Context: an optimization exercise on an open-source flow, tuned for small area, a short achievable clock period and few clock cycles per item. The choices shown serve that exercise and are no tape-out recipe.
In this exercise RTL edits were held to simulation tests only and were not proved equivalent to the original.
Power is estimated from default activity; no workload was simulated.

`config.mk`:
```
export PLATFORM = sky130hd
export DESIGN_NAME = indexed_insert_delete_list
export DESIGN_NICKNAME = indexed_insert_delete_list
export VERILOG_FILES = /design/flow/design.v
export SDC_FILE = /design/flow/constraint.sdc
export NUM_CORES = 4
export LEC_CHECK = 0
export CAP_MARGIN = 25
export CELL_PAD_IN_SITES_DETAIL_PLACEMENT = 1
export CELL_PAD_IN_SITES_GLOBAL_PLACEMENT = 2
export CORE_MARGIN = 2
export CORE_UTILIZATION = 28
export CTS_CLUSTER_DIAMETER = 70
export CTS_CLUSTER_SIZE = 24
export PLACE_DENSITY = 0.4
export SETUP_SLACK_MARGIN = 2.4
export SLEW_MARGIN = 20
export TNS_END_PERCENT = 20
```
`constraint.sdc`:
```
create_clock -name core_clock -period 5.0 [get_ports {clock}]
set_input_delay 1.0000 -clock core_clock [delete_from_list [all_inputs] [get_ports {clock}]]
set_output_delay 1.0000 -clock core_clock [all_outputs]
set_load 0.01 [all_outputs]
```
`design.v`:
```
package iidl_pkg;
   localparam int CAPACITY_DEF = 64;
   localparam int DATA_W       = 32;
   localparam int OPCODE_W     = 3;
   localparam int POS_W        = 7;
   localparam int STATUS_W     = 2;
   localparam int LEN_W        = 7;
   localparam int READ_GROUP   = 8;
   localparam logic [OPCODE_W-1:0] OP_READ   = 3'd0;
   localparam logic [OPCODE_W-1:0] OP_FRONT  = 3'd1;
   localparam logic [OPCODE_W-1:0] OP_APPEND = 3'd2;
   localparam logic [OPCODE_W-1:0] OP_INSERT = 3'd3;
   localparam logic [OPCODE_W-1:0] OP_DELETE = 3'd4;
   localparam logic [STATUS_W-1:0] ST_DONE  = 2'd0;
   localparam logic [STATUS_W-1:0] ST_RANGE = 2'd1;
   localparam logic [STATUS_W-1:0] ST_FULL  = 2'd2;
   typedef struct packed {
      logic ins;
      logic del;
   } shift_ctl_type;
endpackage
import iidl_pkg::*;
module iidl_cell (
   input  logic                         clock,
   input  logic                         sel_left,
   input  logic                         sel_ins,
   input  logic                         sel_right,
   input  logic [iidl_pkg::DATA_W-1:0]  ins_value,
   input  logic [iidl_pkg::DATA_W-1:0]  left_value,
   input  logic [iidl_pkg::DATA_W-1:0]  right_value,
   output logic [iidl_pkg::DATA_W-1:0]  value
);
   logic [DATA_W-1:0] value_ff;
   logic              sel_hold;
   assign sel_hold = !(sel_left || sel_ins || sel_right);
   always_ff @(posedge clock) begin
      value_ff <= ({DATA_W{sel_left}}  & left_value)
                | ({DATA_W{sel_ins}}   & ins_value)
                | ({DATA_W{sel_right}} & right_value)
                | ({DATA_W{sel_hold}}  & value_ff);
   end
   assign value = value_ff;
endmodule
import iidl_pkg::*;
module iidl_read_tree #(
   parameter int CAPACITY   = iidl_pkg::CAPACITY_DEF,
   parameter int NUM_GROUPS = (CAPACITY + 15) / 16
) (
   input  logic [CAPACITY-1:0]                         sel,
   input  logic [CAPACITY-1:0][iidl_pkg::DATA_W-1:0]   values,
   output logic [NUM_GROUPS-1:0][iidl_pkg::DATA_W-1:0] result
);
   localparam int GROUP = (CAPACITY + NUM_GROUPS - 1) / NUM_GROUPS;
   always_comb begin
      for (int g = 0; g < NUM_GROUPS; g++) begin
         result[g] = '0;
         for (int k = 0; k < GROUP; k++) begin
            if (g * GROUP + k < CAPACITY) begin
               result[g] = result[g] | ({DATA_W{sel[g * GROUP + k]}} & values[g * GROUP + k]);
            end
         end
      end
   end
endmodule
import iidl_pkg::*;
module indexed_insert_delete_list #(
   parameter int CAPACITY = iidl_pkg::CAPACITY_DEF
) (
   input  logic                           clock,
   input  logic                           reset,
   input  logic                           req_valid,
   output logic                           req_ready,
   input  logic [iidl_pkg::OPCODE_W-1:0]  req_opcode,
   input  logic [iidl_pkg::POS_W-1:0]     req_position,
   input  logic [iidl_pkg::DATA_W-1:0]    req_value,
   output logic                           rsp_valid,
   input  logic                           rsp_ready,
   output logic [iidl_pkg::DATA_W-1:0]    rsp_read_value,
   output logic [iidl_pkg::STATUS_W-1:0]  rsp_status,
   output logic [iidl_pkg::LEN_W-1:0]     rsp_length
);
   localparam int CNT_W  = $clog2(CAPACITY + 1);
   localparam int CMP_W  = (CNT_W > POS_W) ? CNT_W : POS_W;
   localparam int RSP_W  = DATA_W + STATUS_W + LEN_W;
   localparam int GROUPS = (CAPACITY + 15) / 16;
   logic                s0_valid_ff;
   logic [OPCODE_W-1:0] s0_op_ff;
   logic [DATA_W-1:0]   s0_value_ff;
   logic [CAPACITY:1]   s0_lt_ff;        
   logic [CAPACITY-1:0] s0_eq_ff;        
   logic                s0_lt_n_ff;      
   logic                s0_le_n_ff;      
   logic [CNT_W-1:0]    count_next;
   logic [CMP_W-1:0]    eff_pos;         
   logic                ready_ff;         
   logic                f_insert_ff, f_delete_ff;
   logic                apply_next, full_next;
   logic [OPCODE_W-1:0] op_next;
   logic                s2_valid_ff;
   logic [GROUPS-1:0][DATA_W-1:0] s2_group_ff, group_in;
   logic                s2_hit_ff, s2_ones_ff;
   logic [STATUS_W-1:0] s2_status_ff;
   logic [LEN_W-1:0]    s2_len_ff;
   logic [CNT_W-1:0]    count_ff, count_in;
   logic                out_valid_ff, skid_valid_ff;
   logic [RSP_W-1:0]    out_ff, skid_ff, rsp_in;
   logic                s0_load, adv, go, out_free, next_s0_valid, next_skid_valid;
   logic [CMP_W-1:0]    count_ext;
   logic                is_read, is_front, is_append, is_insert, is_delete;
   logic                full, pos_lt_n, pos_le_n, ins_ok, del_ok;
   logic [STATUS_W-1:0] status_in;
   logic [DATA_W-1:0]   read_value, rd_value;
   logic [CAPACITY-1:0] pos_eq, pos_lt;
   logic [CAPACITY-1:0] sel_left, sel_ins, sel_right;
   logic [CAPACITY-1:0][DATA_W-1:0] cell_values;
   assign adv       = !skid_valid_ff;
   assign go        = s0_valid_ff && adv;
   assign out_free  = !out_valid_ff || rsp_ready;
   assign req_ready = ready_ff;
   assign s0_load   = !(s0_valid_ff && skid_valid_ff);
   always_ff @(posedge clock) begin
      if (s0_load) begin
         s0_op_ff    <= req_opcode;
         s0_value_ff <= req_value;
         for (int i = 1; i <= CAPACITY; i++) begin
            s0_lt_ff[i] <= (eff_pos < CMP_W'(i));
         end
         for (int i = 0; i < CAPACITY; i++) begin
            s0_eq_ff[i] <= (eff_pos == CMP_W'(i));
         end
         s0_lt_n_ff <= (eff_pos < CMP_W'(count_next));
         s0_le_n_ff <= (eff_pos <= CMP_W'(count_next));
      end
   end
   assign count_ext = CMP_W'(count_ff);
   assign is_read   = (s0_op_ff == OP_READ);
   assign is_front  = (s0_op_ff == OP_FRONT);
   assign is_append = (s0_op_ff == OP_APPEND);
   assign is_insert = (s0_op_ff == OP_INSERT);
   assign is_delete = (s0_op_ff == OP_DELETE);
   assign full      = (count_ext >= CMP_W'(CAPACITY));
   assign pos_lt_n  = s0_lt_n_ff;
   assign pos_le_n  = s0_le_n_ff;
   assign ins_ok = (is_front || is_append || (is_insert && pos_le_n)) && !full;
   assign del_ok = is_delete && pos_lt_n;
   always_comb begin
      status_in = ST_DONE;
      if ((is_read || is_delete) && !pos_lt_n) begin
         status_in = ST_RANGE;
      end else if (is_insert && !pos_le_n) begin
         status_in = ST_RANGE;
      end else if ((is_front || is_append || is_insert) && full) begin
         status_in = ST_FULL;
      end
   end
   always_comb begin
      count_in = count_ff;
      if (ins_ok) begin
         count_in = count_ff + CNT_W'(1);
      end else if (del_ok) begin
         count_in = count_ff - CNT_W'(1);
      end
   end
   for (genvar i = 0; i < CAPACITY; i++) begin : g_dec
      if (i == 0) begin : g_lt0
         assign pos_lt[i] = 1'b0;
      end else begin : g_lti
         assign pos_lt[i] = s0_lt_ff[i];
      end
      assign pos_eq[i]    = s0_eq_ff[i];
      assign sel_ins[i]   = f_insert_ff && pos_eq[i];
      assign sel_left[i]  = f_insert_ff && pos_lt[i];
      assign sel_right[i] = f_delete_ff && s0_lt_ff[i+1] && (i != CAPACITY - 1);
   end
   for (genvar i = 0; i < CAPACITY; i++) begin : g_cell
      logic [DATA_W-1:0] left_value, right_value;
      if (i == 0) begin : g_first
         assign left_value = '0;
      end else begin : g_left
         assign left_value = cell_values[i-1];
      end
      if (i == CAPACITY - 1) begin : g_last
         assign right_value = '0;
      end else begin : g_right
         assign right_value = cell_values[i+1];
      end
      iidl_cell u_cell (
         .clock       (clock),
         .sel_left    (sel_left[i]),
         .sel_ins     (sel_ins[i]),
         .sel_right   (sel_right[i]),
         .ins_value   (s0_value_ff),
         .left_value  (left_value),
         .right_value (right_value),
         .value       (cell_values[i])
      );
   end
   iidl_read_tree #(
      .CAPACITY   (CAPACITY),
      .NUM_GROUPS (GROUPS)
   ) u_read_tree (
      .sel    (pos_eq & {CAPACITY{adv}}),
      .values (cell_values),
      .result (group_in)
   );
   always_ff @(posedge clock) begin
      for (int g = 0; g < GROUPS; g++) begin
         s2_group_ff[g] <= group_in[g] | (s2_group_ff[g] & {DATA_W{!adv}});
      end
   end
   always_ff @(posedge clock) begin
      if (adv) begin
         s2_hit_ff    <= is_read && pos_lt_n;
         s2_ones_ff   <= is_read && !pos_lt_n;
         s2_status_ff <= status_in;
         s2_len_ff    <= LEN_W'(count_in);
      end
   end
   always_comb begin
      read_value = '0;
      for (int g = 0; g < GROUPS; g++) begin
         read_value = read_value | s2_group_ff[g];
      end
      rd_value = ({DATA_W{s2_hit_ff}} & read_value) | {DATA_W{s2_ones_ff}};
   end
   assign rsp_in = {rd_value, s2_status_ff, s2_len_ff};
   assign next_s0_valid   = s0_load ? req_valid : s0_valid_ff;
   assign next_skid_valid = !out_free && (skid_valid_ff || s2_valid_ff);
   assign apply_next      = next_s0_valid && !next_skid_valid;
   assign op_next         = s0_load ? req_opcode : s0_op_ff;
   assign count_next      = go ? count_in : count_ff;
   assign eff_pos         = (req_opcode == OP_APPEND) ? CMP_W'(count_next)
                          : (req_opcode == OP_FRONT)  ? '0 : CMP_W'(req_position);
   assign full_next       = (count_next >= CNT_W'(CAPACITY));
   always_ff @(posedge clock) begin
      if (reset) begin
         ready_ff      <= 1'b1;
         f_insert_ff   <= 1'b0;
         f_delete_ff   <= 1'b0;
         s0_valid_ff   <= 1'b0;
         s2_valid_ff   <= 1'b0;
         count_ff      <= '0;
         out_valid_ff  <= 1'b0;
         skid_valid_ff <= 1'b0;
      end else begin
         ready_ff    <= !next_s0_valid || !next_skid_valid;
         f_insert_ff <= apply_next && !full_next
                        && (op_next == OP_INSERT || op_next == OP_APPEND || op_next == OP_FRONT);
         f_delete_ff <= apply_next && (op_next == OP_DELETE);
         s0_valid_ff <= next_s0_valid;
         if (go) begin
            count_ff <= count_in;
         end
         if (adv) begin
            s2_valid_ff <= s0_valid_ff;
         end
         if (out_free) begin
            out_valid_ff <= skid_valid_ff || s2_valid_ff;
         end
         skid_valid_ff <= next_skid_valid;
      end
   end
   always_ff @(posedge clock) begin
      if (out_free) begin
         out_ff <= skid_valid_ff ? skid_ff : rsp_in;
      end else if (adv) begin
         skid_ff <= rsp_in;
      end
   end
   assign rsp_valid      = out_valid_ff;
   assign rsp_read_value = out_ff[RSP_W-1 -: DATA_W];
   assign rsp_status     = out_ff[LEN_W +: STATUS_W];
   assign rsp_length     = out_ff[LEN_W-1:0];
endmodule
```
`flow/run.sh`:
```
#!/bin/bash
# The standard layout, with the port buffers made of buf_4 cells instead of the
# default choice (a delay buffer) so that the output ports are driven quickly.
set -euo pipefail
export BUFFER_PORTS_ARGS="-buffer_cell sky130_fd_sc_hd__buf_4"
bash standard.sh > standard_flow.log 2>&1
```
`standard.sh`:
```
#!/bin/bash
# synth_recipe.tcl (not shown) runs the flow's synth.tcl, then flattens the netlist and writes it again
# the make line also repeats each setting of config.mk as NAME=value (left out here)
make -C /OpenROAD-flow-scripts/flow DESIGN_CONFIG=/design/flow/config.mk WORK_HOME=/design/flow/orfs CLKGATE_MAP_FILE= SYNTH_SCRIPT=/design/flow/synth_recipe.tcl "${@:-finish}"
```
==> results of run 1 <==
==> critical path: cells and delay by family (launching register included) <==
kind                   cells  cell delay (ns)
and+or+nand+nor            2             1.15
buffers and inverters      2             0.81
DFF                        1             0.44
AOI/OAI and AO/OA          1             0.25
==> state kept, by name, summed over array words and instances (netlist names), 3 cells and up <==
signal	cells
count_ff	7
g_cell.u_cell.value_ff	2048
out_ff	41
s0_eq_ff	64
s0_lt_ff	63
s0_op_ff	3
s0_value_ff	32
s2_group_ff	128
s2_len_ff	7
skid_ff	41
==> kinds of logic after synthesis <==
family,share of synthesized area
AO/OA/AOI/OAI,0.430
flip-flops,0.468
buffers and inverters,0.0519
AND/OR/NAND/NOR,0.0474
multiplexers,0.00134
XOR/XNOR,0.000795
adder cells (fa/ha/maj),0.00102
==> cell type report <==
cell class | instances | area [um2] | area share
Antenna cell | 73 | 183 | 0.00143
Clock buffer | 276 | 6380 | 0.0499
Sequential cell | 2447 | 51600 | 0.403
Tap cell | 5220 | 6530 | 0.0511
Timing Repair Buffer | 783 | 6660 | 0.0521
Multi-Input combinational cell | 6258 | 54400 | 0.426
Clock inverter | 165 | 1980 | 0.0155
Inverter | 21 | 116 | 0.000910
==> per-layer routing <==
metal / share of wire / GRT usage
met4: 0.076 / 0.250
met3: 0.087 / 0.0876
met2: 0.44 / 0.601
met5: 0.00050 / 0
met1: 0.40 / 0.487
==> worst max path at each step <==
stage	from	to	slack (ns)	cells past startpoint
2_1_floorplan	req_opcode[0]	s0_le_n_ff	1.98	11
3_3_place_gp	req_opcode[0]	s0_eq_ff[27]	1.14	9
3_5_place_dp	req_opcode[0]	s0_eq_ff[26]	1.26	9
4_1_cts	skid_valid_ff	s2_group_ff[104]	2.17	8
5_1_grt	count_ff[1]	s0_le_n_ff	2.15	12
6_report	f_delete_ff	g_cell[39].u_cell.value_ff[21]	2.07	5
==> cells in the final DEF, fill, tap and decap left out, drive strengths merged, types with 4 or more instances in the layout <==
cell type / synthesis / routed
a21oi: 54 / 54
a221o: 1984 / 1984
a221oi: 225 / 225
a222oi: 256 / 256
a22o: 2112 / 2112
a22oi: 354 / 354
a2bb2oi: 32 / 32
and2: 195 / 195
and3: 6 / 6
buf: 99 / 778
bufinv: 0 / 21
clkbuf: 1385 / 280
clkinv: 1 / 53
clkinvlp: 0 / 27
dfxtp: 2193 / 2193
diode: 0 / 73
edfxtp: 254 / 254
ha: 9 / 9
inv: 20 / 85
mux2: 11 / 11
nand2: 351 / 352
nand2b: 5 / 5
nand3: 17 / 17
nand3b: 5 / 5
nand4: 169 / 169
nor2: 100 / 100
nor2b: 66 / 66
nor3: 71 / 71
nor4: 4 / 4
o211ai: 4 / 4
o21a: 3 / 4
o21ai: 137 / 137
o31ai: 6 / 6
o41ai: 32 / 32
or3: 4 / 4
xnor2: 8 / 8
==> Yosys cell counts, types with 10 or more instances <==
cell type,instances,area [um2]
dfxtp_1,2193,43900
a22o_1,2112,18500
a221o_1,1984,19900
clkbuf_1,1385,5200
a22oi_1,354,2660
nand2_1,345,1290
a222oi_1,256,2560
edfxtp_1,254,7630
a221oi_1,225,1970
and2_1,192,1200
nand4_1,168,1050
o21ai_0,136,681
nor2_1,95,357
buf_1,80,300
nor3_1,71,355
nor2b_1,66,413
a21oi_1,50,250
a2bb2oi_1,32,280
o41ai_1,32,280
inv_1,15,56.3
nand3_1,14,70.1
buf_2,10,50.1
mux2_2,10,113
==> power groups by stage <==
stage	logic, mW	registers (mW)	clock network [mW]
floorplan	2.10	22.7	0
global placement	3.39	24.2	0
detailed placement	3.47	24.2	0
CTS	3.59	23.8	20.9
global route	3.84	23.9	21.6
finish	3.73	23.9	20.7
==> what timing repair did <==
action,CTS,global route
setup buffers,54,42
hold endpoints to repair,0,0
gates cloned,5,2
gates resized for setup,108,54
endpoints found under the setup margin,1530,655
pin swaps,22,21
==> through the flow <==
stage          std cells  worst slack [ns]
3_5_place_dp       14625              1.26
2_1_floorplan      10208              1.98
5_1_grt            15204              2.15
6_report           15243              2.07
4_1_cts            15125              2.17
3_3_place_gp       14605              1.14
==> impl_metrics.yaml, run 1 <==
status:
  status: "finished clean"
synthesis:
  yosysWarnings: 3
  synth_fp_nets: 10263
  postSynthAreaPerCell_um2: 10.8
  synth.cell_area_um2: 110000
  ys.flop_type: "dfxtp_1"
  asyncSetResetFlopFracSynth: 0
  synth_edf_count: 254
  syn-instance-count: 10208
  yosysUniqueCellTypes: 81
  ys_ff_latch: 2447
  yosysSeqAreaShare: 0.468
worst_setup_path:
  rr_startpoint: "f_delete_ff"
  endpoint_kind: "register"
  reg2reg_to: "g_cell[39].u_cell.value_ff[21]"
  cp.arrival_ns: 3.85
  required_ns: 5.92
  r2r_cells: 5
  path_cells: "buf_12, and2_2, nor3_4, buf_4, a221o_1"
  cp-start-kind: "register"
  cp_slowest_stage_delay_ns: 0.86
  cp_slowest_cell: "nor3_4"
  r2r_slack_ns: 2.07
  critPathKind: "reg -> reg"
  cp_max_fo: 38
global_route:
  grt_pass1_vias: 106564
  grt_pass1_wl_um: 1060000
  grt_max_degree: 76
  grt_util_all_layers: 0.389
  antenna_found_initial: 81
  grt-ovfl-total: 0
die:
  rows: 230
  start_util: 0.281
  core_area_um2: 392000
  dieArea_um2: 399000
  die_x_um: 631
  io_pins: 89
  die_h_um: 631
clock_tree:
  htreeDepth: 4
  clock_latency_ns: 1.02
  ctsLongestPathBuffers: 4
  cts_hold_buf: 0
  numCtsBuffers: 236
  path_clk_slew_ns: 0.07
  clock_sinks: 2447
  cts-root-buf: "clkbuf_16"
  cts_tree: "yes"
power_and_ir_drop:
  p_sw_mw: 14.9
  comb_power_share: 0.077
  p_seq_frac: 0.494
  power.switching_fraction: 0.310
  p_leak_nw: 47.9
  power_frac_clock: 0.429
  peakVddDrop_mv: 0.276
  pwr_density_cell_nw_per_um2: 378
  p_int_mw: 33.3
  finalPower_mw: 48.3
finish:
  nFillCells: 42150
  area_growth_pct: 16.0
  fin_util: 0.326
  final_area_um2: 128000
  nNetsFinal: 9802
  final_layout_size_suffix_gt1_frac: 0.156
drt:
  routed_via_density: 7.28
  vias: 110906
  antenna_left: 0
  drcViolationCount: 0
  wl_per_cell_um: 53.0
  drt_iter0_drc: 15686
  dr.pass1.iters: 9
  finalWirelength_um: 808000
sta:
  min_period_over_period: 0.586
  fin_crit_ns: 2.93
  finClkSkew_ns: 0.0591
  report.final.slew_viol_count: 0
  hold_viol_final: 0
  maxSlewHeadroom: 0.177
  max_freq_mhz: 341
  worstMarginPinSlew_ns: 1.23
  setup_viol: 0
  hold_ws_ns: 0.148
  tns_ns: 0
  grt_setup_unrepaired: "true"
placed_design:
  io_buffer_count: 88
  place.gp.congestion: 0.888
  place_area_um2: 118000
  hpwl_um: 523000
hold_path:
  hp-class: "in -> reg"
  hold_depth: 1
  min_to: "s0_value_ff[27]"
  worstHoldStart: "req_value[27]"
run:
  drv_cap: 0
Testbench counts, summed over its fixed seeds: cycles 4,824, items 4,800.
==> run 2, diff against run 1 <==
--- a/config.mk
+++ b/config.mk
@@ -12,6 +12,6 @@
 export CORE_UTILIZATION = 28
-export CTS_CLUSTER_DIAMETER = 70
-export CTS_CLUSTER_SIZE = 24
+export CTS_CLUSTER_DIAMETER = 85
+export CTS_CLUSTER_SIZE = 30
 export PLACE_DENSITY = 0.4
-export SETUP_SLACK_MARGIN = 2.4
+export SETUP_SLACK_MARGIN = 2.6
 export SLEW_MARGIN = 20
==> impl_metrics.yaml, run 2 <==
worst_setup_path:
  critPathKind: "reg -> reg"
  cp_max_fo: 22
  cpMostUsedCell: "nand4_1"
  r2r_cells: 5
  cp_slowest_cell: "edfxtp_1"
  r2r_slack_ns: 2.17
  endpoint_kind: "register"
  critical_path.top_delay_family: "compound AO/OA/AOI/OAI gates"
  cp_slowest_stage_delay_ns: 0.87
  cp-start-kind: "register"
  crit_buf_inv: 1
  path_cells: "buf_4, a222oi_1, nand4_1, o21ai_0, nand4_1"
  cp.arrival_ns: 3.67
  rr_startpoint: "s0_eq_ff[31]"
  required_ns: 5.84
  reg2reg_to: "s2_group_ff[63]"
synthesis:
  yosysWarnings: 3
  yosysUniqueCellTypes: 81
  syn-instance-count: 10208
  asyncSetResetFlopFracSynth: 0
  synth_top_area_share: 0.398
  synth_fp_nets: 10263
  yosysSeqAreaShare: 0.468
  ys_ff_latch: 2447
  synth.most_common_cell: "dfxtp_1"
  postSynthAreaPerCell_um2: 10.8
  synth_common_cells: "dfxtp_1 (2193), a22o_1 (2112), a221o_1 (1984)"
  synth_area_leaders: "dfxtp_1 (40%), a221o_1 (18%), a22o_1 (17%)"
  ys.flop_type: "dfxtp_1"
  yosys.area.top_type: "dfxtp_1"
  synth.cell_area_um2: 110000
  synth_edf_count: 254
placed_design:
  io_buffer_count: 88
  hpwl_um: 523000
  place.gp.congestion: 0.897
finish:
  final_common_cell: "dfxtp_1"
  nNetsFinal: 9853
  largest_register_ffs: 2048
  top_regs: "g_cell.u_cell.value_ff: 2048 flops, s2_group_ff: 128 flops, s0_eq_ff: 64 flops"
  top_register: "g_cell.u_cell.value_ff"
  final_cell_mix: "dfxtp_1 (2180), a22o_1 (2112), a221o_1 (1984)"
  area_growth_pct: 15.9
  final_layout_size_suffix_gt1_frac: 0.164
hold_path:
  hold_depth: 1
  worstHoldStart: "req_value[8]"
  min_to: "s0_value_ff[8]"
  hp-class: "in -> reg"
global_route:
  globalRouteMet1Util: 0.486
  grt_pass1_vias: 106553
  met3_usage: 0.0994
  grt.met2_usage: 0.596
  grt-ovfl-total: 0
  antenna_found_initial: 80
  grt-busiest-layer: "met2"
  grt_max_degree: 131
  grt_util_all_layers: 0.392
  grt_pass1_wl_um: 1070000
die:
  rows: 230
  dieArea_um2: 399000
  start_util: 0.281
  die_h_um: 631
  io_pins: 89
  die_x_um: 631
  core_area_um2: 392000
drt:
  dr.pass1.iters: 7
  finalWirelength_um: 815000
  routed_via_density: 7.33
  drcViolationCount: 0
  wl_per_cell_um: 53.6
  drt_iter0_drc: 16235
  vias: 111553
  antenna_left: 0
sta:
  fin_crit_ns: 2.83
  max_freq_mhz: 353
  setup_viol: 0
  worstMarginPinSlew_ns: 1.19
  grt_setup_unrepaired: "true"
  hold_viol_final: 0
  min_period_over_period: 0.566
  tns_ns: 0
  finClkSkew_ns: 0.0505
  report.final.slew_viol_count: 0
  maxSlewHeadroom: 0.204
clock_tree:
  cts_hold_buf: 0
  ctsLongestPathBuffers: 4
  htreeDepth: 4
  clock_latency_ns: 1.00
  clock_sinks: 2447
  cts_tree: "yes"
  cts-root-buf: "clkbuf_16"
  numCtsBuffers: 176
  path_clk_slew_ns: 0.11
power_and_ir_drop:
  peakVddDrop_mv: 0.278
  finalPower_mw: 44.9
  pwr_density_cell_nw_per_um2: 352
  p_leak_nw: 47.8
status:
  status: "finished clean"
run:
  drv_cap: 0
[run 2: layout make-up]
type,count,area (um2)
fillers,42252,265000
multi-input cells,6260,55100
flip-flops and latches,2447,51600
repair buffers,891,8110
well taps,5220,6530
clock buffers,202,4730
clock inverters,119,1410
inverters,21,133
diodes,52,130
repair inverters,1,8.76
[run 2: how the worst max path moves through the flow]
| stage | start | to | slack (ns) | cells past startpoint |
|---|---|---|---|---|
| after floorplan | req_opcode[0] | s0_le_n_ff | 1.98 | 11 |
| after global placement | req_opcode[0] | s0_le_n_ff | 1.17 | 11 |
| after detailed placement | req_opcode[0] | s0_le_n_ff | 1.31 | 11 |
| after CTS | out_ff[9] | rsp_read_value[0] | 2.27 | 1 |
| after global routing | s0_op_ff[1] | s0_le_n_ff | 2.24 | 12 |
| final | s0_eq_ff[31] | s2_group_ff[63] | 2.17 | 5 |
[run 2: cells by family after synthesis]
group	after synthesis	share of synthesized area
mux	13	0.00134
compound gates	5216	0.430
buf+inv	1505	0.0519
xor+xnor	10	0.000795
fa+ha+maj	9	0.00102
flops	2447	0.468
simple gates	1008	0.0474
[run 2: per-layer routing]
| layer | share of wire | vias to the layer above |
|---|---|---|
| li1 | - | 42667 |
| met3 | 0.090 | 1942 |
| met4 | 0.081 | 50 |
| met1 | 0.40 | 59970 |
| met2 | 0.43 | 6924 |
| met5 | 0.00042 | - |
[run 2: per-stage QoR]
stage	setup WS (ns)	hold WS, ns	utilization	instances	area (um2)
after global routing	2.24	0.167	0.325	15170	128000
after CTS	2.27	0.150	0.323	15098	126000
after detailed placement	1.31	0.460	0.300	14618	118000
final	2.17	0.186	0.326	15213	128000
after global placement	1.17	0.448	0.299	14604	117000
after floorplan	1.98	0.435	-	10208	110000
[run 2: what timing repair did]
item | 4_1_cts | 5_1_grt
pin swaps | 100 | 57
endpoints found under the setup margin | 2346 | 1139
resized for setup | 299 | 91
gates cloned | 11 | 4
buffers inserted | 148 | 54
[run 2: where the power goes]
| group | switching [mW] | internal [mW] | total (mW) | leakage, nW |
|---|---|---|---|---|
| Sequential | 2.61 | 21.3 | 23.9 | 20.6 |
| Clock | 9.45 | 7.64 | 17.1 | 2.97 |
| Combinational | 2.33 | 1.65 | 3.98 | 24.2 |
| Total | 14.4 | 30.5 | 44.9 | 47.8 |
==> run 3, diff against run 2 <==
--- a/config.mk
+++ b/config.mk
@@ -11,6 +11,6 @@
 export CORE_MARGIN = 2
-export CORE_UTILIZATION = 28
+export CORE_UTILIZATION = 34
 export CTS_CLUSTER_DIAMETER = 85
 export CTS_CLUSTER_SIZE = 30
-export PLACE_DENSITY = 0.4
+export PLACE_DENSITY = 0.46
 export SETUP_SLACK_MARGIN = 2.6
==> impl_metrics.yaml, run 3 <==
sta:
  worst_slack_ns: 2.24
  min_period_over_period: 0.553
  setup_viol: 0
  tns_ns: 0
  hold_ws_ns: 0.215
  max_freq_mhz: 362
  maxSlewHeadroom: 0.181
  fin_crit_ns: 2.76
  worstMarginPinSlew_ns: 1.23
  report.final.slew_viol_count: 0
  finClkSkew_ns: 0.0761
  hold_viol_final: 0
  grt_setup_unrepaired: "true"
worst_setup_path:
  cp-start-kind: "register"
  endpoint_kind: "register"
  r2r_slack_ns: 2.24
  crit_path_start: "f_insert_ff"
  cp_max_fo: 29
  required_ns: 5.85
  cp.arrival_ns: 3.61
  critPathKind: "reg -> reg"
  rr_startpoint: "f_insert_ff"
synthesis:
  yosys.area.top_type: "dfxtp_1"
  synth_top_family_by_area: "compound AO/OA/AOI/OAI gates"
  synth_area_leaders: "dfxtp_1 (40%), a221o_1 (18%), a22o_1 (17%)"
  yosysUniqueCellTypes: 81
  synth_top_area_share: 0.398
  synthXorXnorAreaFrac: 0.000795
  synth.cell_area_um2: 110000
  synth.area.mux_share: 0.00134
  postSynthAreaPerCell_um2: 10.8
  ys_ff_latch: 2447
  synth_compound_area_frac: 0.430
  synth_common_cells: "dfxtp_1 (2193), a22o_1 (2112), a221o_1 (1984)"
  ys.flop_type: "dfxtp_1"
  synth_simple_gate_area_share: 0.0474
  synth_fp_nets: 10263
  synth.most_common_cell: "dfxtp_1"
  asyncSetResetFlopFracSynth: 0
  syn-instance-count: 10208
  synth_edf_count: 254
  yosysWarnings: 3
  yosysSeqAreaShare: 0.468
  yosys.area_share.adder: 0.00102
placed_design:
  io_buffer_count: 88
  pre_cts_slack_ns: 1.46
  place.gp.congestion: 0.955
  hpwl_um: 484000
global_route:
  antenna_found_initial: 93
  grt_util_all_layers: 0.433
  grt_max_degree: 70
  grt_pass1_vias: 106802
  grt_pass1_wl_um: 992000
  grt-ovfl-total: 0
hold_path:
  hp-class: "in -> reg"
  worstHoldStart: "req_value[29]"
clock_tree:
  htreeDepth: 4
  clock_latency_ns: 0.96
  cts_hold_buf: 0
  path_clk_slew_ns: 0.11
  cts-root-buf: "clkbuf_16"
  clock_sinks: 2447
  cts_tree: "yes"
  ctsLongestPathBuffers: 4
  numCtsBuffers: 152
finish:
  final_common_cell: "dfxtp_1"
  nNetsFinal: 9760
  area_growth_pct: 13.3
  top_register: "g_cell.u_cell.value_ff"
  largest_register_ffs: 2048
  top_regs: "g_cell.u_cell.value_ff: 2048 flops, s2_group_ff: 128 flops, s0_eq_ff: 64 flops"
  final_layout_size_suffix_gt1_frac: 0.153
  final_cell_mix: "dfxtp_1 (2180), a22o_1 (2111), a221o_1 (1984)"
power_and_ir_drop:
  peakVddDrop_mv: 0.294
  p_int_mw: 29.5
  pwr_density_cell_nw_per_um2: 345
  p_seq_frac: 0.556
  p_leak_nw: 46.8
  power_frac_clock: 0.356
  comb_power_share: 0.088
  p_sw_mw: 13.5
  power.switching_fraction: 0.314
drt:
  finalWirelength_um: 744000
  vias: 110797
  wl_per_cell_um: 52.4
  dr.pass1.iters: 9
  routed_via_density: 7.80
  antenna_left: 0
  drt_iter0_drc: 16398
  drcViolationCount: 0
die:
  start_util: 0.341
  dieArea_um2: 329000
  core_area_um2: 323000
  die_h_um: 573
  io_pins: 89
  die_x_um: 573
  rows: 209
run:
  drv_cap: 0
status:
  status: "finished clean"
## run 3: kinds of logic after synthesis
| group | after synthesis |
|---|---|
| buffers and inverters | 1505 |
| flip-flops | 2447 |
| multiplexers | 13 |
| AO/OA/AOI/OAI | 5216 |
| XOR/XNOR | 10 |
| adder cells (fa/ha/maj) | 9 |
| AND/OR/NAND/NOR | 1008 |
## run 3: metal layers
layer	part of all wire	routed length (um)	GRT usage	vias up
li1	-	-	-	42415
met1	0.37	273000	0.512	58378
met2	0.43	321000	0.655	7644
met3	0.10	77100	0.120	2314
met4	0.098	72600	0.355	46
met5	0.00040	295	0	-
## run 3: timing repair
item	CTS	global route
pin swaps	105	71
gates cloned	12	0
resized for setup	303	134
setup buffers	126	58
endpoints found under the setup margin	2441	1255
## run 3: metrics by stage
step / utilization / power, mW / cell area (um2) / std cells
5_1_grt: 0.386 / 43.9 / 125000 / 14174
4_1_cts: 0.383 / 42.7 / 124000 / 14089
3_3_place_gp: 0.358 / 27.5 / 116000 / 13666
6_report: 0.386 / 43.1 / 125000 / 14204
3_5_place_dp: 0.358 / 27.5 / 116000 / 13677
2_1_floorplan: - / 24.8 / 110000 / 10208
## run 3: worst max-delay path, cell delays in order (launching register included)
cell	delay, ns
dfxtp_4	0.46
buf_12	0.21
and2_1	0.28
nor3_4	0.65
buf_4	0.70
a221o_1	0.26
## run 3: cell type report
type,instances,area [um2]
timing repair buffer,820,7200
tap,4325,5410
sequential,2447,51600
clock inverter,98,1150
antenna,54,135
multi-input combinational,6262,55200
fill,34400,198000
inverter,21,135
clock buffer,176,4090
timing repair inverter,1,8.76
## run 3: final timing paths
| kind | to | cells past startpoint |
|---|---|---|
| max | g_cell[20].u_cell.value_ff[14] | 5 |
| min | s0_value_ff[29] | 1 |
| max reg2reg | g_cell[20].u_cell.value_ff[14] | 5 |
| min reg2reg | g_cell[63].u_cell.value_ff[30] | 2 |
## run 3: power by group through the flow
stage	logic, mW	registers, mW	clock network [mW]
CTS	3.60	23.8	15.3
global route	3.90	24.0	16.0
detailed placement	3.32	24.2	0
global placement	3.23	24.2	0
finish	3.80	23.9	15.3
floorplan	2.10	22.7	0
==> run 4, diff against run 3 <==
--- a/design.v
+++ b/design.v
@@ -27,2 +27,3 @@
    input  logic                         sel_right,
+   input  logic                         sel_hold,
    input  logic [iidl_pkg::DATA_W-1:0]  ins_value,
@@ -33,4 +34,2 @@
    logic [DATA_W-1:0] value_ff;
-   logic              sel_hold;
-   assign sel_hold = !(sel_left || sel_ins || sel_right);
    always_ff @(posedge clock) begin
@@ -95,3 +94,3 @@
    logic                ready_ff;         
-   logic                f_insert_ff, f_delete_ff;
+   logic                f_insert_ff, f_delete_ff, f_modify_ff;
    logic                apply_next, full_next;
@@ -113,3 +112,3 @@
    logic [CAPACITY-1:0] pos_eq, pos_lt;
-   logic [CAPACITY-1:0] sel_left, sel_ins, sel_right;
+   logic [CAPACITY-1:0] sel_left, sel_ins, sel_right, sel_hold;
    logic [CAPACITY-1:0][DATA_W-1:0] cell_values;
@@ -173,2 +172,7 @@
       assign sel_right[i] = f_delete_ff && s0_lt_ff[i+1] && (i != CAPACITY - 1);
+      if (i == CAPACITY - 1) begin : g_hold_last
+         assign sel_hold[i] = !(f_insert_ff && s0_lt_ff[i+1]);
+      end else begin : g_hold
+         assign sel_hold[i] = !(f_modify_ff && s0_lt_ff[i+1]);
+      end
    end
@@ -191,2 +195,3 @@
          .sel_right   (sel_right[i]),
+         .sel_hold    (sel_hold[i]),
          .ins_value   (s0_value_ff),
@@ -238,2 +243,3 @@
          f_insert_ff   <= 1'b0;
+         f_modify_ff   <= 1'b0;
          f_delete_ff   <= 1'b0;
@@ -249,2 +255,5 @@
          f_delete_ff <= apply_next && (op_next == OP_DELETE);
+         f_modify_ff <= apply_next && ((!full_next && (op_next == OP_INSERT || op_next == OP_APPEND
+                                                       || op_next == OP_FRONT))
+                                       || op_next == OP_DELETE);
          s0_valid_ff <= next_s0_valid;
--- a/config.mk
+++ b/config.mk
@@ -11,6 +11,6 @@
 export CORE_MARGIN = 2
-export CORE_UTILIZATION = 34
+export CORE_UTILIZATION = 28
 export CTS_CLUSTER_DIAMETER = 85
 export CTS_CLUSTER_SIZE = 30
-export PLACE_DENSITY = 0.46
+export PLACE_DENSITY = 0.4
 export SETUP_SLACK_MARGIN = 2.6
==> impl_metrics.yaml, run 4 <==
finish:
  area_growth_pct: 14.8
  final_layout_size_suffix_gt1_frac: 0.124
  final_cell_mix: "a22oi_1 (4282), nand2_1 (2195), dfxtp_1 (2180)"
  final_common_cell: "a22oi_1"
  top_register: "g_cell.u_cell.value_ff"
  largest_register_ffs: 2048
  top_regs: "g_cell.u_cell.value_ff: 2048 flops, s2_group_ff: 128 flops"
  final_cells: 17028
  nNetsFinal: 11641
drt:
  dr.pass1.iters: 14
  finalWirelength_um: 825000
  antenna_left: 0
  drt_iter0_drc: 20320
  vias: 117713
  wl_per_cell_um: 48.4
  routed_via_density: 6.91
  drcViolationCount: 0
synthesis:
  synth.cell_area_um2: 110000
  asyncSetResetFlopFracSynth: 0
  ys.flop_type: "dfxtp_1"
  synth_top_area_share: 0.399
  synthXorXnorAreaFrac: 0.00111
  yosysSeqAreaShare: 0.468
  synth_simple_gate_area_share: 0.111
  synth.area.mux_share: 0.00129
  synth_fp_nets: 12169
  ys_ff_latch: 2449
  yosysUniqueCellTypes: 81
  synth_top_family_by_area: "compound AO/OA/AOI/OAI gates"
  postSynthAreaPerCell_um2: 9.09
  yosys.area.top_type: "dfxtp_1"
  synth_common_cells: "a22oi_1 (4283), nand2_1 (2219), dfxtp_1 (2194)"
  synth_compound_area_frac: 0.363
  synth_edf_count: 255
  yosys.area_share.adder: 0.00102
  synth.most_common_cell: "a22oi_1"
  synth_area_leaders: "dfxtp_1 (40%), a22oi_1 (29%), nand2_1 (7.6%)"
  yosysWarnings: 3
  syn-instance-count: 12114
hold_path:
  hold_depth: 1
  hp-class: "in -> reg"
clock_tree:
  cts_tree: "yes"
  clock_latency_ns: 0.98
  cts_hold_buf: 0
  clock_sinks: 2449
  numCtsBuffers: 180
  htreeDepth: 4
  path_clk_slew_ns: 0.11
  cts-root-buf: "clkbuf_16"
  ctsLongestPathBuffers: 4
global_route:
  grt_pass1_wl_um: 1090000
  grt_max_degree: 67
  grt_util_all_layers: 0.397
  grt-ovfl-total: 0
  antenna_found_initial: 95
  grt_pass1_vias: 110271
sta:
  tns_ns: 0
  worst_slack_ns: 2.13
  report.final.slew_viol_count: 0
  grt_setup_unrepaired: "true"
  finClkSkew_ns: 0.0575
  fin_crit_ns: 2.87
  setup_viol: 0
  worstMarginPinSlew_ns: 1.32
  min_period_over_period: 0.575
  hold_viol_final: 0
  max_freq_mhz: 348
  maxSlewHeadroom: 0.120
  hold_ws_ns: 0.183
run:
  drv_cap: 0
worst_setup_path:
  cp-start-kind: "register"
  cp_max_fo: 5
  required_ns: 5.73
  endpoint_kind: "register"
  r2r_cells: 12
  cp.arrival_ns: 3.61
  critPathKind: "reg -> reg"
die:
  dieArea_um2: 398000
  die_h_um: 631
  die_x_um: 631
  rows: 230
  start_util: 0.281
  core_area_um2: 392000
  io_pins: 89
placed_design:
  io_buffer_count: 88
  place.gp.congestion: 0.911
  pre_cts_slack_ns: 1.16
  hpwl_um: 528000
  dp.cells: 16444
status:
  status: "finished clean"
power_and_ir_drop:
  p_leak_nw: 50.4
  pwr_density_cell_nw_per_um2: 350
  peakVddDrop_mv: 0.239
  finalPower_mw: 44.3
## run 4: final timing paths
| check | startpoint | slack (ns) | endpoint |
|---|---|---|---|
| setup / recovery | s0_lt_n_ff | 2.13 | s0_lt_ff[33] |
| hold / removal | req_value[15] | 0.18 | s0_value_ff[15] |
| setup reg to reg | s0_lt_n_ff | 2.13 | s0_lt_ff[33] |
| hold reg to reg | s2_valid_ff | 0.51 | s2_valid_ff |
## run 4: through the flow
stage	utilization	instance area [um2]
2_1_floorplan	-	110000
3_5_place_dp	0.297	116000
4_1_cts	0.320	126000
6_report	0.323	126000
5_1_grt	0.322	126000
3_3_place_gp	0.296	116000
## run 4: kinds of logic after synthesis
kind of cell	count (synthesis)
compound gates	5213
simple gates	2850
flops	2449
buf+inv	1569
mux	13
xor+xnor	11
fa+ha+maj	9
## run 4: layout make-up
cell class | instances | area (um2)
Timing Repair Buffer | 768 | 7030
Tap cell | 5220 | 6530
Fill cell | 44246 | 266000
Antenna cell | 73 | 183
Clock buffer | 198 | 4740
Timing Repair inverter | 3 | 41.3
Sequential cell | 2449 | 51600
Multi-Input combinational cell | 8099 | 54200
Clock inverter | 133 | 1640
Inverter | 85 | 419
## run 4: timing repair
item,in CTS,in global routing
pin swaps,91,42
cloned,12,1
buffers inserted,132,28
gates resized for setup,318,66
endpoints found under the setup margin,1665,949
## run 4: worst max-delay path, cell delays in order, from the launching register on
cell and delay [ns]:
edfxtp_1 0.48, buf_6 0.14, nand4bb_4 0.16, buf_6 0.16, buf_6 0.11, or4_4 0.49
o211ai_4 0.10, buf_6 0.14, clkinvlp_4 0.14, o2111ai_4 0.36, buf_6 0.20, nand2b_4 0.13
a21oi_2 0.04
## run 4: power by group
part	internal (mW)	switching, mW
sequential	21.0	2.30
combinational	1.17	2.39
clock	7.85	9.57
total	30.0	14.3
## run 4: routing by layer
layer	global-route usage	vias to the layer above	wire length [um]
li1	-	46304	-
met1	0.559	61804	359000
met2	0.555	8138	330000
met3	0.124	1423	96400
met4	0.163	44	38900
met5	0	-	317
Testbench counts of run 4, summed over its fixed seeds: cycles 4,824, items 4,800.
==> run 5, diff against run 4 <==
--- a/config.mk
+++ b/config.mk
@@ -15,4 +15,4 @@
 export PLACE_DENSITY = 0.4
-export SETUP_SLACK_MARGIN = 2.6
+export SETUP_SLACK_MARGIN = 2.8
 export SLEW_MARGIN = 20
-export TNS_END_PERCENT = 20
+export TNS_END_PERCENT = 40
==> impl_metrics.yaml, run 5 <==
status:
  status: "finished clean"
worst_setup_path:
  cp.arrival_ns: 3.71
  r2r_cells: 12
  reg2reg_to: "s0_lt_n_ff"
  r2r_slack_ns: 2.11
  required_ns: 5.83
  endpoint_kind: "register"
  rr_startpoint: "s0_lt_n_ff"
  cp-start-kind: "register"
  cp_max_fo: 7
  critPathKind: "reg -> reg"
  crit_path_start: "s0_lt_n_ff"
finish:
  final_layout_size_suffix_gt1_frac: 0.141
  top_register: "g_cell.u_cell.value_ff"
  final_cells: 17207
  area_growth_pct: 17.1
  fin_util: 0.329
  top_regs: "g_cell.u_cell.value_ff: 2048 flops, s2_group_ff: 128 flops"
  final_common_cell: "a22oi_1"
  nNetsFinal: 11788
  largest_register_ffs: 2048
  final_cell_mix: "a22oi_1 (4264), nand2_1 (2194), dfxtp_1 (2179)"
placed_design:
  io_buffer_count: 88
  place.gp.congestion: 0.906
  hpwl_um: 527000
  dp.cells: 16454
global_route:
  grt-ovfl-total: 0
  grt_pass1_vias: 110699
  grt_pass1_wl_um: 1090000
  grt_max_degree: 107
  grt_util_all_layers: 0.399
  antenna_found_initial: 95
sta:
  maxSlewHeadroom: 0.0833
  finClkSkew_ns: 0.0611
  report.final.slew_viol_count: 0
  grt_setup_unrepaired: "true"
  setup_viol: 0
  hold_viol_final: 0
  worstMarginPinSlew_ns: 1.37
  min_period_over_period: 0.578
  fin_crit_ns: 2.89
  tns_ns: 0
  max_freq_mhz: 346
power_and_ir_drop:
  p_leak_nw: 51.6
  pwr_density_cell_nw_per_um2: 343
  peakVddDrop_mv: 0.239
clock_tree:
  htreeDepth: 4
  clock_sinks: 2449
  numCtsBuffers: 182
  cts_tree: "yes"
  cts_hold_buf: 0
  ctsLongestPathBuffers: 4
  cts-root-buf: "clkbuf_16"
  path_clk_slew_ns: 0.10
  clock_latency_ns: 0.98
synthesis:
  yosys.area.top_type: "dfxtp_1"
  ys.flop_type: "dfxtp_1"
  synth.most_common_cell: "a22oi_1"
  syn-instance-count: 12114
  synth_top_area_share: 0.399
  synth_fp_nets: 12169
  yosysUniqueCellTypes: 81
  synth_edf_count: 255
  synth_common_cells: "a22oi_1 (4283), nand2_1 (2219), dfxtp_1 (2194)"
  yosysSeqAreaShare: 0.468
  postSynthAreaPerCell_um2: 9.09
  synth_area_leaders: "dfxtp_1 (40%), a22oi_1 (29%), nand2_1 (7.6%)"
  synth.cell_area_um2: 110000
  ys_ff_latch: 2449
  yosysWarnings: 3
  asyncSetResetFlopFracSynth: 0
hold_path:
  hold_depth: 1
  hp-class: "in -> reg"
  worstHoldStart: "req_value[8]"
  min_to: "s0_value_ff[8]"
drt:
  dr.pass1.iters: 12
  drcViolationCount: 0
  wl_per_cell_um: 48.4
  vias: 118571
  drt_iter0_drc: 20466
  antenna_left: 0
  routed_via_density: 6.89
  finalWirelength_um: 834000
die:
  core_area_um2: 392000
  start_util: 0.281
  io_pins: 89
  die_x_um: 631
  dieArea_um2: 398000
  rows: 230
  die_h_um: 631
run:
  drv_cap: 0
run 5: cell counts after synthesis:
Identical to the previous run, type by type.
run 5: repair_timing:
action / in CTS / in global routing
gates cloned: 22 / 10
pin swaps: 48 / 78
endpoints found under the setup margin: 2248 / 762
gates resized for setup: 356 / 250
setup buffers: 188 / 90
run 5: cell families after synthesis:
| group | count (synthesis) | share of synthesized area |
|---|---|---|
| AO/OA/AOI/OAI | 5213 | 0.363 |
| XOR/XNOR | 11 | 0.00111 |
| adder cells (fa/ha/maj) | 9 | 0.00102 |
| buffers and inverters | 1569 | 0.0545 |
| flip-flops | 2449 | 0.468 |
| multiplexers | 13 | 0.00130 |
| AND/OR/NAND/NOR | 2850 | 0.111 |
run 5: worst max-delay path, stage by stage, from the launching register on:
cell      delay, ns
edfxtp_1       0.51
and4bb_2       0.33
a31oi_2        0.28
mux2i_2        0.37
nand2_4        0.18
inv_4          0.17
ha_1           0.18
inv_1          0.05
a21o_1         0.16
a21oi_1        0.19
o21ai_2        0.09
buf_4          0.14
nor2_2         0.08
run 5: how the worst max path moves through the flow:
| stage | slack, ns | end | cells after the start |
|---|---|---|---|
| 2_1_floorplan | 2.10 | out_ff[0] | 2 |
| 3_3_place_gp | 1.06 | s0_lt_ff[17] | 9 |
| 3_5_place_dp | 1.28 | s0_le_n_ff | 11 |
| 4_1_cts | 2.17 | s0_le_n_ff | 13 |
| 5_1_grt | 2.07 | s0_eq_ff[46] | 15 |
| 6_report | 2.11 | s0_lt_n_ff | 12 |
run 5: routing by layer:
layer	global-route usage	routed length, um	vias to the layer above
met1	0.550	355000	62446
li1	-	-	46667
met4	0.175	41500	46
met5	0	316	-
met2	0.559	336000	7930
met3	0.135	101000	1482
run 5: final cells by class:
cell class,count,area (um2)
clock buffers,204,4780
well taps,5220,6530
repair inverters,3,26.3
clock inverters,131,1560
multi-input cells,8109,54700
diodes,103,258
flip-flops and latches,2449,51600
repair buffers,903,9070
fillers,44070,263000
inverters,85,435
run 5: through the flow:
step / hold WS [ns] / area [um2] / worst slack [ns] / total power, mW
after global routing: 0.184 / 129000 / 2.07 / 45.3
after global placement: 0.479 / 116000 / 1.06 / 26.6
after detailed placement: 0.486 / 117000 / 1.28 / 26.7
after floorplan: 0.455 / 110000 / 2.10 / 24.1
after CTS: 0.154 / 127000 / 2.17 / 44.0
final: 0.199 / 129000 / 2.11 / 44.3
run 5: power by group:
group / leakage (nW) / internal (mW) / switching, mW
sequential: 20.6 / 21.0 / 2.29
combinational: 27.9 / 1.20 / 2.43
clock: 3.03 / 7.79 / 9.55
total: 51.6 / 30.0 / 14.3
==> run 6, diff against run 5 <==
--- a/config.mk
+++ b/config.mk
@@ -12,7 +12,7 @@
 export CORE_UTILIZATION = 28
-export CTS_CLUSTER_DIAMETER = 85
-export CTS_CLUSTER_SIZE = 30
+export CTS_CLUSTER_DIAMETER = 70
+export CTS_CLUSTER_SIZE = 24
 export PLACE_DENSITY = 0.4
-export SETUP_SLACK_MARGIN = 2.8
+export SETUP_SLACK_MARGIN = 2.4
 export SLEW_MARGIN = 20
-export TNS_END_PERCENT = 40
+export TNS_END_PERCENT = 20
==> impl_metrics.yaml, run 6 <==
status:
  status: "finished clean"
clock_tree:
  path_clk_slew_ns: 0.09
  ctsLongestPathBuffers: 4
  cts_tree: "yes"
  clock_sinks: 2449
  cts_hold_buf: 0
  numCtsBuffers: 231
  cts-root-buf: "clkbuf_16"
  clock_latency_ns: 1.04
  htreeDepth: 4
worst_setup_path:
  required_ns: 5.95
  cp-start-kind: "register"
  r2r_slack_ns: 2.11
  critPathKind: "reg -> reg"
  r2r_cells: 5
  rr_startpoint: "s0_eq_ff[56]"
  cp.arrival_ns: 3.84
  endpoint_kind: "register"
  cp_max_fo: 17
  reg2reg_to: "s2_group_ff[104]"
finish:
  final_common_cell: "a22oi_1"
  largest_register_ffs: 2048
  top_register: "g_cell.u_cell.value_ff"
  nNetsFinal: 11596
  fin_util: 0.321
  top_regs: "g_cell.u_cell.value_ff: 2048 flops, s2_group_ff: 128 flops"
  final_cell_mix: "a22oi_1 (4283), nand2_1 (2204), dfxtp_1 (2179)"
  final_layout_size_suffix_gt1_frac: 0.115
  multi_input_area_um2: 53400
  nFillCells: 44237
  area_growth_pct: 14.4
  register_area_um2: 51600
synthesis:
  postSynthAreaPerCell_um2: 9.09
  synth.cell_area_um2: 110000
  synth.most_common_cell: "a22oi_1"
  yosysUniqueCellTypes: 81
  ys.flop_type: "dfxtp_1"
  synth_edf_count: 255
  synth_fp_nets: 12169
  synth_area_leaders: "dfxtp_1 (40%), a22oi_1 (29%), nand2_1 (7.6%)"
  syn-instance-count: 12114
  ys_ff_latch: 2449
  synth_top_area_share: 0.399
  yosysSeqAreaShare: 0.468
  yosysWarnings: 3
  synth_common_cells: "a22oi_1 (4283), nand2_1 (2219), dfxtp_1 (2194)"
  asyncSetResetFlopFracSynth: 0
  yosys.area.top_type: "dfxtp_1"
sta:
  worstMarginPinSlew_ns: 1.22
  hold_ws_ns: 0.133
  maxSlewHeadroom: 0.174
  setup_viol: 0
  report.final.slew_viol_count: 0
  tns_ns: 0
  worst_slack_ns: 2.11
  grt_setup_unrepaired: "true"
  max_freq_mhz: 346
  finClkSkew_ns: 0.0632
  fin_crit_ns: 2.89
  hold_viol_final: 0
  min_period_over_period: 0.578
die:
  dieArea_um2: 398000
  start_util: 0.281
  core_area_um2: 392000
  rows: 230
  die_x_um: 631
  io_pins: 89
  die_h_um: 631
hold_path:
  worstHoldStart: "req_value[29]"
  hold_depth: 1
  hp-class: "in -> reg"
  min_to: "s0_value_ff[29]"
drt:
  drt_iter0_drc: 19206
  wl_per_cell_um: 48.0
  routed_via_density: 6.89
  antenna_left: 0
  drcViolationCount: 0
  vias: 117312
  dr.pass1.iters: 12
  finalWirelength_um: 817000
placed_design:
  io_buffer_count: 88
  hpwl_um: 529000
  place.gp.congestion: 0.899
  pre_cts_slack_ns: 1.11
run:
  drv_cap: 0
power_and_ir_drop:
  p_leak_nw: 50.5
  peakVddDrop_mv: 0.279
  pwr_density_cell_nw_per_um2: 373
global_route:
  grt-ovfl-total: 0
  grt_pass1_vias: 109585
  antenna_found_initial: 93
  grt_max_degree: 82
  grt_pass1_wl_um: 1070000
  grt_util_all_layers: 0.393
run 6: changes by cell type in the layout (fill, tap and decap cells not counted), moves of 20 or more:
| cell | delta |
|---|---|
| a21oi_1 | +29 |
| a21oi_2 | -26 |
| a221oi_1 | +43 |
| a221oi_2 | -37 |
| and2_1 | +21 |
| buf_12 | -58 |
| buf_6 | -114 |
| buf_8 | -20 |
| clkbuf_16 | +42 |
| diode_2 | -23 |
| nor2_1 | +28 |
| nor2_4 | -23 |
run 6: routing by layer:
| metal | up-vias | part of all wire | GRT usage |
|---|---|---|---|
| met1 | 61619 | 0.43 | 0.547 |
| met2 | 7881 | 0.40 | 0.553 |
| met3 | 1533 | 0.11 | 0.118 |
| met4 | 40 | 0.051 | 0.173 |
| li1 | 46239 | - | - |
| met5 | - | 0.00032 | 0 |
run 6: worst max-delay path, cell delays in order, from the launching register on:
cell and delay [ns]:
edfxtp_1 0.93, nor2b_4 1.03, a22oi_1 0.21, nand2_1 0.37, a221oi_1 0.12, nand4_1 0.14
run 6: how the worst max path moves through the flow:
stage | cells after the start | start | end
after floorplan | 2 | rsp_ready | out_ff[0]
after global placement | 9 | req_opcode[1] | s0_lt_ff[17]
after detailed placement | 9 | req_opcode[1] | s0_lt_ff[17]
after CTS | 5 | f_delete_ff | g_cell[1].u_cell.value_ff[30]
after global routing | 1 | out_ff[27] | rsp_read_value[18]
final | 5 | s0_eq_ff[56] | s2_group_ff[104]
run 6: cell families (layout without fill, tap and decap cells):
logic type	after synthesis	in the layout	synth area share
AOI/OAI and AO/OA	5213	5213	0.363
xor gates and xnor gates	11	11	0.00111
adders and majority gates	9	9	0.00102
buffers and inverters	1569	1192	0.0545
DFF	2449	2449	0.468
muxes	13	13	0.00130
other	0	80	0
and+or+nand+nor	2850	2851	0.111
run 6: stage by stage:
step	instances	power (mW)	instance area, um2
after global routing	17004	48.1	126000
after global placement	16434	26.6	116000
after CTS	16924	47.0	125000
final	17038	47.0	126000
after detailed placement	16447	26.7	116000
after floorplan	12114	24.1	110000
run 6: layout make-up:
cell class,instances,area share
multi-input combinational,8097,0.424
sequential,2449,0.410
clock inverter,170,0.0164
tap,5220,0.0518
inverter,85,0.00315
timing repair buffer,677,0.0452
clock buffer,260,0.0485
antenna,80,0.00159
run 6: repair_timing:
item | in CTS | in global routing
gates resized for setup | 91 | 41
gates cloned | 2 | 1
pin swaps | 22 | 25
setup endpoints to repair | 971 | 673
setup buffers | 45 | 27
run 6: power by group:
group / switching, mW / internal [mW] / total [mW]
Sequential: 2.27 / 21.0 / 23.3
Clock: 10.2 / 10.2 / 20.4
Combinational: 2.28 / 1.06 / 3.34
==> run 7, diff against run 6 <==
--- a/config.mk
+++ b/config.mk
@@ -11,7 +11,7 @@
 export CORE_MARGIN = 2
-export CORE_UTILIZATION = 28
-export CTS_CLUSTER_DIAMETER = 70
-export CTS_CLUSTER_SIZE = 24
-export PLACE_DENSITY = 0.4
-export SETUP_SLACK_MARGIN = 2.4
+export CORE_UTILIZATION = 34
+export CTS_CLUSTER_DIAMETER = 85
+export CTS_CLUSTER_SIZE = 30
+export PLACE_DENSITY = 0.46
+export SETUP_SLACK_MARGIN = 2.6
 export SLEW_MARGIN = 20
==> impl_metrics.yaml, run 7 <==
drt:
  drt_iter0_drc: 17938
  antenna_left: 0
  drcViolationCount: 0
  dr.pass1.iters: 10
  wl_per_cell_um: 46.4
  vias: 117330
  finalWirelength_um: 741000
  routed_via_density: 7.35
sta:
  min_period_over_period: 0.554
  worstMarginPinSlew_ns: 1.23
  max_freq_mhz: 361
  finClkSkew_ns: 0.0389
  hold_viol_final: 0
  tns_ns: 0
  setup_viol: 0
  grt_setup_unrepaired: "true"
  fin_crit_ns: 2.77
  maxSlewHeadroom: 0.175
  hold_ws_ns: 0.240
  report.final.slew_viol_count: 0
synthesis:
  synth_edf_count: 255
  synth_area_leaders: "dfxtp_1 (40%), a22oi_1 (29%), nand2_1 (7.6%)"
  ys_ff_latch: 2449
  synth.cell_area_um2: 110000
  asyncSetResetFlopFracSynth: 0
  ys.flop_type: "dfxtp_1"
  yosysSeqAreaShare: 0.468
  synth_top_area_share: 0.399
  synth_fp_nets: 12169
  yosysWarnings: 3
  yosys.area.top_type: "dfxtp_1"
  syn-instance-count: 12114
  yosysUniqueCellTypes: 81
  postSynthAreaPerCell_um2: 9.09
  synth_common_cells: "a22oi_1 (4283), nand2_1 (2219), dfxtp_1 (2194)"
  synth.most_common_cell: "a22oi_1"
global_route:
  grt.met2_usage: 0.637
  antenna_found_initial: 74
  grt_pass1_vias: 114141
  grt-busiest-layer: "met2"
  met3_usage: 0.127
  grt_util_all_layers: 0.429
  grt_max_degree: 105
  grt_pass1_wl_um: 994000
  grt-ovfl-total: 0
  globalRouteMet1Util: 0.532
finish:
  area_growth_pct: 11.9
  fin_util: 0.383
  final_layout_size_suffix_gt1_frac: 0.113
  final_cell_mix: "a22oi_1 (4283), nand2_1 (2190), dfxtp_1 (2180)"
  final_common_cell: "a22oi_1"
  final_cells: 15962
  largest_register_ffs: 2048
  nNetsFinal: 11557
  top_register: "g_cell.u_cell.value_ff"
  top_regs: "g_cell.u_cell.value_ff: 2048 flops, s2_group_ff: 128 flops"
placed_design:
  hpwl_um: 455000
  io_buffer_count: 88
  dp.cells: 15489
  place.gp.congestion: 0.957
die:
  die_x_um: 573
  io_pins: 89
  start_util: 0.342
  die_h_um: 573
  rows: 208
  core_area_um2: 322000
  dieArea_um2: 329000
worst_setup_path:
  endpoint_kind: "register"
  rr_startpoint: "s0_lt_n_ff"
  cp.arrival_ns: 3.52
  crit_path_start: "s0_lt_n_ff"
  required_ns: 5.74
  critPathKind: "reg -> reg"
  cp_max_fo: 3
  cp-start-kind: "register"
hold_path:
  hp-class: "in -> reg"
  worstHoldStart: "req_value[31]"
clock_tree:
  numCtsBuffers: 154
  path_clk_slew_ns: 0.11
  clock_sinks: 2449
  ctsLongestPathBuffers: 4
  clock_latency_ns: 0.93
  cts_tree: "yes"
  cts-root-buf: "clkbuf_16"
  htreeDepth: 4
run:
  drv_cap: 0
power_and_ir_drop:
  p_leak_nw: 49.5
  pwr_density_cell_nw_per_um2: 339
  peakVddDrop_mv: 0.271
status:
  status: "finished clean"
[run 7: kinds of logic after synthesis]
| logic type | count (synthesis) | synth area share |
|---|---|---|
| compound gates | 5213 | 0.363 |
| xor+xnor | 11 | 0.00111 |
| fa+ha+maj | 9 | 0.00102 |
| buf+inv | 1569 | 0.0545 |
| flops | 2449 | 0.468 |
| mux | 13 | 0.00130 |
| simple gates | 2850 | 0.111 |
[run 7: final timing paths]
kind	endpoint	slack, ns	cells past startpoint
min reg2reg	g_cell[13].u_cell.value_ff[29]	0.53	2
max reg2reg	s0_eq_ff[62]	2.23	12
min	s0_value_ff[31]	0.24	1
max	s0_eq_ff[62]	2.23	12
[run 7: layout make-up]
cell class              instances  area (um2)
repair buffers                711        6350
flip-flops and latches       2449       51600
multi-input cells            8101       54100
fillers                     36067      198000
inverters                      85         390
diodes                         34        85.1
clock buffers                 174        4140
clock inverters               103        1180
well taps                    4305        5390
[run 7: report_power, final]
part | internal [mW] | switching [mW]
logic | 1.18 | 2.32
clock network | 6.63 | 8.67
registers | 21.0 | 1.99
total | 28.8 | 13.0
[run 7: stage by stage]
step / power (mW) / worst slack (ns) / cell area, um2
2_1_floorplan: 24.1 / 2.10 / 110000
6_report: 41.8 / 2.23 / 123000
3_3_place_gp: 26.2 / 1.22 / 114000
4_1_cts: 41.6 / 2.25 / 123000
3_5_place_dp: 26.3 / 1.31 / 115000
5_1_grt: 42.8 / 2.17 / 123000
[run 7: critical path: stages (launching register included)]
cell	delay [ns]
edfxtp_1	0.44
buf_6	0.13
nand4bb_4	0.15
buf_4	0.18
or4_4	0.52
o211ai_4	0.15
a21boi_2	0.10
buf_6	0.16
buf_6	0.12
buf_6	0.12
nor2_4	0.16
nand2_2	0.12
nor4_4	0.24
[run 7: what timing repair did]
item / 4_1_cts / 5_1_grt
resized for setup: 299 / 53
gates cloned: 6 / 1
hold buffers: 0 / 0
setup endpoints to repair: 1568 / 706
setup buffers: 130 / 24
pin swaps: 78 / 36
[run 7: layer usage]
layer  vias up  share of wire
met3      2350           0.11
met5         -        0.00040
li1      45956              -
met1     60647           0.38
met4        26          0.083
met2      8351           0.42
==> run 8, diff against run 7 <==
--- a/config.mk
+++ b/config.mk
@@ -11,6 +11,6 @@
 export CORE_MARGIN = 2
-export CORE_UTILIZATION = 34
+export CORE_UTILIZATION = 40
 export CTS_CLUSTER_DIAMETER = 85
 export CTS_CLUSTER_SIZE = 30
-export PLACE_DENSITY = 0.46
+export PLACE_DENSITY = 0.52
 export SETUP_SLACK_MARGIN = 2.6
==> impl_metrics.yaml, run 8 <==
status:
  status: "finished clean"
global_route:
  grt_pass1_vias: 115628
  grt_util_all_layers: 0.489
  antenna_found_initial: 59
  grt-ovfl-total: 0
  grt_max_degree: 108
  grt_pass1_wl_um: 965000
synthesis:
  postSynthAreaPerCell_um2: 9.09
  synth.cell_area_um2: 110000
  synth.area.mux_share: 0.00129
  synth_fp_nets: 12169
  syn-instance-count: 12114
  synth_top_family_by_area: "compound AO/OA/AOI/OAI gates"
  yosysSeqAreaShare: 0.468
  synthXorXnorAreaFrac: 0.00111
  synth_simple_gate_area_share: 0.111
  synth_top_area_share: 0.399
  synth_common_cells: "a22oi_1 (4283), nand2_1 (2219), dfxtp_1 (2194)"
  yosys.area.top_type: "dfxtp_1"
  synth_compound_area_frac: 0.363
  synth_area_leaders: "dfxtp_1 (40%), a22oi_1 (29%), nand2_1 (7.6%)"
  synth.most_common_cell: "a22oi_1"
  yosysWarnings: 3
  asyncSetResetFlopFracSynth: 0
  ys_ff_latch: 2449
  yosysUniqueCellTypes: 81
  yosys.area_share.adder: 0.00102
  ys.flop_type: "dfxtp_1"
  synth_edf_count: 255
finish:
  top_regs: "g_cell.u_cell.value_ff: 2048 flops, s2_group_ff: 128 flops"
  final_common_cell: "a22oi_1"
  nNetsFinal: 11570
  register_area_um2: 51600
  multi_input_area_um2: 54400
  final_cells: 15264
  top_register: "g_cell.u_cell.value_ff"
  final_cell_mix: "a22oi_1 (4283), nand2_1 (2187), dfxtp_1 (2180)"
  area_growth_pct: 11.4
  largest_register_ffs: 2048
  final_layout_size_suffix_gt1_frac: 0.118
  nFillCells: 30453
  final_area_um2: 123000
die:
  start_util: 0.402
  die_h_um: 529
  rows: 192
  die_x_um: 529
  io_pins: 89
  core_area_um2: 274000
  dieArea_um2: 280000
placed_design:
  dp.cells: 14773
  place_area_um2: 114000
  hpwl_um: 425000
  place.gp.congestion: 0.956
  io_buffer_count: 88
drt:
  finalWirelength_um: 715000
  dr.pass1.iters: 14
  antenna_left: 0
  drt_iter0_drc: 21888
  wl_per_cell_um: 46.8
  drcViolationCount: 0
  routed_via_density: 7.87
  vias: 120164
worst_setup_path:
  required_ns: 5.87
  rr_startpoint: "s0_eq_ff[62]"
  r2r_slack_ns: 2.20
  cp.arrival_ns: 3.68
  cp_max_fo: 19
  cp_slowest_cell: "and2_1"
  cp-start-kind: "register"
  endpoint_kind: "register"
  crit_path_end: "g_cell[62].u_cell.value_ff[12]"
  cp_slowest_stage_delay_ns: 0.99
  path_cells: "and2_1, buf_4, a22oi_1, nand2_1"
  r2r_cells: 4
  reg2reg_to: "g_cell[62].u_cell.value_ff[12]"
  crit_path_start: "s0_eq_ff[62]"
  critPathKind: "reg -> reg"
clock_tree:
  cts_hold_buf: 0
  numCtsBuffers: 147
  clock_sinks: 2449
  cts-root-buf: "clkbuf_16"
  cts_tree: "yes"
  path_clk_slew_ns: 0.12
  clock_latency_ns: 0.96
  htreeDepth: 4
  ctsLongestPathBuffers: 4
sta:
  finClkSkew_ns: 0.0567
  hold_viol_final: 0
  grt_setup_unrepaired: "true"
  max_freq_mhz: 357
  fin_crit_ns: 2.80
  maxSlewHeadroom: 0.147
  setup_viol: 0
  worstMarginPinSlew_ns: 1.28
  min_period_over_period: 0.560
  report.final.slew_viol_count: 0
  tns_ns: 0
power_and_ir_drop:
  peakVddDrop_mv: 0.251
  p_sw_mw: 12.8
  p_leak_nw: 49.5
  pwr_density_cell_nw_per_um2: 337
  p_int_mw: 28.6
  power.switching_fraction: 0.310
  power_frac_clock: 0.360
  p_seq_frac: 0.554
  comb_power_share: 0.087
run:
  drv_cap: 0
hold_path:
  hp-class: "in -> reg"
run 8: changes by cell type in the layout (fill, tap and decap cells not counted), sizes merged:
cell / change
diode: +13
inv: +4
bufbuf: +1
clkinvlp: -2
nor2b: +1
clkbuf: -14
nand2: -1
buf: +17
o211a: +1
clkinv: -2
run 8: what timing repair did:
action,CTS,global route
setup endpoints to repair,1320,452
buffers inserted,116,41
gates resized for setup,315,92
pin swaps,105,53
gates cloned,12,2
run 8: area by class of cell:
class,count,area share
Multi-Input combinational cell,8102,0.443
Timing Repair Buffer,730,0.0538
Tap cell,3589,0.0366
Antenna cell,47,0.000958
Inverter,85,0.00309
Clock buffer,159,0.0315
Clock inverter,103,0.00991
Sequential cell,2449,0.421
run 8: metal layers:
layer,vias to the layer above,track usage,wire length [um]
met5,-,0.00190,398
met4,52,0.388,69200
met3,3118,0.189,102000
met2,10196,0.685,285000
met1,60805,0.594,257000
li1,45993,-,-
run 8: cells by family after synthesis:
| group | after synthesis |
|---|---|
| adders and majority gates | 9 |
| AOI/OAI and AO/OA | 5213 |
| buffers and inverters | 1569 |
| muxes | 13 |
| and+or+nand+nor | 2850 |
| xor gates and xnor gates | 11 |
| DFF | 2449 |
run 8: worst min-delay path by stage:
| stage | slack (ns) | from | depth (start not counted) | endpoint |
|---|---|---|---|---|
| finish | 0.24 | req_value[9] | 1 | s0_value_ff[9] |
| global route | 0.24 | req_value[3] | 1 | s0_value_ff[3] |
| CTS | 0.21 | req_value[9] | 1 | s0_value_ff[9] |
| detailed placement | 0.49 | g_cell[63].u_cell.value_ff[26] | 2 | g_cell[62].u_cell.value_ff[26] |
| global placement | 0.48 | g_cell[63].u_cell.value_ff[18] | 2 | g_cell[62].u_cell.value_ff[18] |
| floorplan | 0.45 | s2_valid_ff | 2 | s2_valid_ff |
run 8: through the flow:
step | utilization | hold WS, ns | setup WS, ns | total power [mW]
after global placement | 0.414 | 0.481 | 1.19 | 26.0
after floorplan | - | 0.455 | 2.10 | 24.1
after detailed placement | 0.416 | 0.492 | 1.27 | 26.2
after CTS | 0.444 | 0.211 | 2.24 | 40.9
final | 0.448 | 0.237 | 2.20 | 41.4
after global routing | 0.448 | 0.243 | 2.18 | 42.1
run 8: power groups by stage:
stage / Sequential, mW / Combinational [mW] / Clock, mW
finish: 22.9 / 3.59 / 14.9
global route: 23.0 / 3.71 / 15.5
floorplan: 22.3 / 1.84 / 0
global placement: 23.2 / 2.84 / 0
CTS: 22.8 / 3.29 / 14.8
detailed placement: 23.2 / 2.97 / 0
run 8: critical path, delay by kind of cell, from the launching register on:
family | cells | cell delay, ns
DFF | 1 | 0.96
and+or+nand+nor | 2 | 1.09
AOI/OAI and AO/OA | 1 | 0.13
buffers and inverters | 1 | 0.49

Re-timed with assumed drivers on the ports (clkbuf_16 on the clock, buf_2 on other inputs), run 8 has 2.129 ns of setup slack against 2.199 ns with ideal ports, and 1.502 ns once port delays also move by the mid clock arrival of 1.043 ns.
